Context: an optimization exercise on an open-source flow, tuned for small area. The choices shown serve that exercise and are no tape-out recipe.
At most, simulation tests tie the RTL to the original design; equivalence was not proved.
Power and IR drop assume default switching activity.

Design sudoku_game, start of the top module:
module sudoku_game (
	input logic CLOCK_50,
	input logic resetn,
	input logic [8:0] keys_i,
	output logic [6:0] hex_row_o,
	output logic [6:0] hex_col_o,
	output logic [3:0] cell_digit_o,
	output logic cell_wrong_o,
	output logic solved_o
);
==> module wrong_count, before the edit <==
module wrong_count (
	input logic CLOCK_50,
	input logic resetn,
	input logic fix_i,
	input logic unfix_i,
	output logic none_o
);
	localparam logic [5:0] WRONG_START = 6'b001100;
	localparam logic [5:0] WRONG_NONE = 6'b100000;
	logic [5:0] wrong_n, fwd, bwd, d_n, d;
	logic hold, x_fwd, x_bwd;
	sg_xor2 u_xf (wrong_n[5], wrong_n[4], x_fwd);
	sg_xor2 u_xb (wrong_n[0], wrong_n[5], x_bwd);
	assign fwd = {wrong_n[4:0], x_fwd};
	assign bwd = {x_bwd, wrong_n[5:1]};
	sg_nor2 u_hold (fix_i, unfix_i, hold);
	for (genvar i = 0; i < 6; i++) begin : g_d
		sg_aoi222 u_aoi (fix_i, fwd[i], unfix_i, bwd[i], hold, wrong_n[i], d_n[i]);
		sg_inv u_inv (d_n[i], d[i]);
	end
	always_ff @(posedge CLOCK_50 or negedge resetn) begin
		if (!resetn)
			wrong_n <= WRONG_START;
		else
			wrong_n <= d;
	end
	assign none_o = (wrong_n == WRONG_NONE);
endmodule
Settings: LEC_CHECK=0, CAP_MARGIN=0, CORE_MARGIN=2, CORE_UTILIZATION=55, GPL_TIMING_DRIVEN=1, SLEW_MARGIN=0, SYNTH_HIERARCHICAL=1, SYNTH_MINIMUM_KEEP_SIZE=0; clock period 10.0 ns.
standard.sh (not shown) runs the stock make flow with config.mk's settings and CLKGATE_MAP_FILE= SYNTH_SCRIPT=/design/flow/synth_recipe.tcl, a recipe that flattens the netlist after the stock synthesis.
==> flow/flow/run.sh <==
#!/bin/bash
# Standard layout, with the smallest port buffers and a clock tree of
# small buffers in clusters of up to 8 flip-flops, without dummy loads.
set -e
export BUFFER_PORTS_ARGS="-buffer_cell sky130_fd_sc_hd__buf_1"
export CTS_ARGS="-sink_clustering_enable -repair_clock_nets -dont_use_dummy_load -buf_list sky130_fd_sc_hd__clkbuf_4 -sink_clustering_size 8 -sink_clustering_max_diameter 100"
bash standard.sh > standard.log 2>&1
The first run completed without violations.
Rerun with:
--- a/flow/design.v
+++ b/flow/design.v
@@ -896,22 +896,15 @@
 );
 	localparam logic [5:0] WRONG_START = 6'b001100;
 	localparam logic [5:0] WRONG_NONE = 6'b100000;
-	logic [5:0] wrong_n, fwd, bwd, d_n, d;
-	logic hold, x_fwd, x_bwd;
-	sg_xor2 u_xf (wrong_n[5], wrong_n[4], x_fwd);
-	sg_xor2 u_xb (wrong_n[0], wrong_n[5], x_bwd);
-	assign fwd = {wrong_n[4:0], x_fwd};
-	assign bwd = {x_bwd, wrong_n[5:1]};
-	sg_nor2 u_hold (fix_i, unfix_i, hold);
-	for (genvar i = 0; i < 6; i++) begin : g_d
-		sg_aoi222 u_aoi (fix_i, fwd[i], unfix_i, bwd[i], hold, wrong_n[i], d_n[i]);
-		sg_inv u_inv (d_n[i], d[i]);
-	end
+	logic [5:0] wrong_n;
 	always_ff @(posedge CLOCK_50 or negedge resetn) begin
-		if (!resetn)
+		if (!resetn) begin
 			wrong_n <= WRONG_START;
-		else
-			wrong_n <= d;
+		end else if (fix_i) begin
+			wrong_n <= {wrong_n[4:0], wrong_n[5] ^ wrong_n[4]};
+		end else if (unfix_i) begin
+			wrong_n <= {wrong_n[0] ^ wrong_n[5], wrong_n[5:1]};
+		end
 	end
 	assign none_o = (wrong_n == WRONG_NONE);
 endmodule
Effect:
- sequential power hardly moves
- non-clock buffer count drops by 1
- design area is about the same
- power barely changes
- clock-buffer cell count is unchanged
The RTL of the second run of this note was laid out without a check of its function.

--- another note on this design; it stands on its own ---

==> flow/design.v (excerpt) <==
module sudoku_game (
	input logic CLOCK_50,
	input logic resetn,
	input logic [8:0] keys_i,
	output logic [6:0] hex_row_o,
	output logic [6:0] hex_col_o,
	output logic [3:0] cell_digit_o,
	output logic cell_wrong_o,
	output logic solved_o
);
clock: 10.0 ns
lec_check: 0
cap_margin: 0
core_margin: 2
core_utilization: 55
gpl_timing_driven: 0
slew_margin: 0
synth_hierarchical: 1
synth_minimum_keep_size: 0
standard.sh (not shown) runs the stock make flow with config.mk's settings and CLKGATE_MAP_FILE= SYNTH_SCRIPT=/design/flow/synth_recipe.tcl, a recipe that flattens the netlist after the stock synthesis.
==> flow/flow/run.sh <==
#!/bin/bash
# Standard layout, with the smallest port buffers and a clock tree of
# small buffers in clusters of up to 10 flip-flops, without dummy loads.
set -e
export BUFFER_PORTS_ARGS="-buffer_cell sky130_fd_sc_hd__buf_1"
export CTS_ARGS="-sink_clustering_enable -repair_clock_nets -dont_use_dummy_load -buf_list sky130_fd_sc_hd__clkbuf_4 -sink_clustering_size 10 -sink_clustering_max_diameter 100"
bash standard.sh > standard.log 2>&1
The first run went through all stages and came out clean.
Then changed:
==> flow/run.sh (new file) <==
#!/bin/bash
# synth_recipe.tcl (not shown) runs the flow's synth.tcl, then flattens the netlist and writes it again
# the make line also repeats each setting of config.mk as NAME=value (left out here)
make -C /OpenROAD-flow-scripts/flow DESIGN_CONFIG=/design/flow/config.mk WORK_HOME=/design/flow/orfs CLKGATE_MAP_FILE= SYNTH_SCRIPT=/design/flow/synth_recipe.tcl finish
removed: flow/flow/run.sh
removed: flow/standard.sh
=> The new run completed without violations; critical path depth rose by 3; combinational power rose by 5.1%; sequential cell count is unchanged; sequential power hardly moves; synthesized cell count does not change.
Then changed:
==> flow/flow/run.sh (new file) <==
#!/bin/bash
# Standard layout, with the smallest port buffers and a clock tree of
# small buffers in clusters of up to 10 flip-flops, without dummy loads.
set -e
export BUFFER_PORTS_ARGS="-buffer_cell sky130_fd_sc_hd__buf_1"
export CTS_ARGS="-sink_clustering_enable -repair_clock_nets -dont_use_dummy_load -buf_list sky130_fd_sc_hd__clkbuf_4 -sink_clustering_size 10 -sink_clustering_max_diameter 100"
bash standard.sh > standard.log 2>&1
==> flow/standard.sh (new file) <==
#!/bin/bash
# synth_recipe.tcl (not shown) runs the flow's synth.tcl, then flattens the netlist and writes it again
# the make line also repeats each setting of config.mk as NAME=value (left out here)
make -C /OpenROAD-flow-scripts/flow DESIGN_CONFIG=/design/flow/config.mk WORK_HOME=/design/flow/orfs CLKGATE_MAP_FILE= SYNTH_SCRIPT=/design/flow/synth_recipe.tcl "${@:-finish}"
--- a/flow/config.mk
+++ b/flow/config.mk
@@ -10 +10 @@
-export CORE_UTILIZATION = 55
+export CORE_UTILIZATION = 70
removed: flow/run.sh
- The new run passed the timing, design-rule and antenna checks
- sequential share of layout area went up by 4.3 points
- core utilization is higher by 13 points
- area after synthesis is unchanged
- non-clock buffer count came out lower by 1

static timing again, ports no longer ideal:
The results above use ideal ports. As a check the final layouts listed here were re-extracted and re-timed, cells and wires unchanged. Step 1 (the two cells are an assumption about what drives the block):
set clk [get_ports {CLOCK_50}]
set_driving_cell -lib_cell sky130_fd_sc_hd__clkbuf_16 $clk
set_driving_cell -lib_cell sky130_fd_sc_hd__buf_2 [delete_from_list [all_inputs] $clk]
Step 2 times the ports against the registers' clock, not the clock port: input delays grow and output delays shrink by t, the midpoint of the rising clock arrivals with the driver on. a / b / c = ideal ports / drivers / drivers and shift; a / b = the first two.
run	t, ns	slack for setup (ns)	worst hold slack (ns)	worst setup path at the end	worst register clock-pin slew, ns
the first run of note 1	0.637	5.506 / 5.506 / 5.506	0.402 / 0.402 / 0.402	register to register	0.11 / 0.11
the second run of note 1	0.644	5.619 / 5.619 / 5.619	0.405 / 0.405 / 0.405	register to register	0.10 / 0.10
the first run of note 2	0.722	4.597 / 4.597 / 4.597	0.415 / 0.415 / 0.415	register to register	0.12 / 0.12
the second run of note 2	0.566	4.634 / 4.634 / 4.634	0.407 / 0.407 / 0.407	register to register	0.06 / 0.06
the third run of note 2	0.682	4.710 / 4.710 / 4.710	0.416 / 0.416 / 0.416	register to register	0.12 / 0.12
After both steps setup and hold are still met in every run listed.
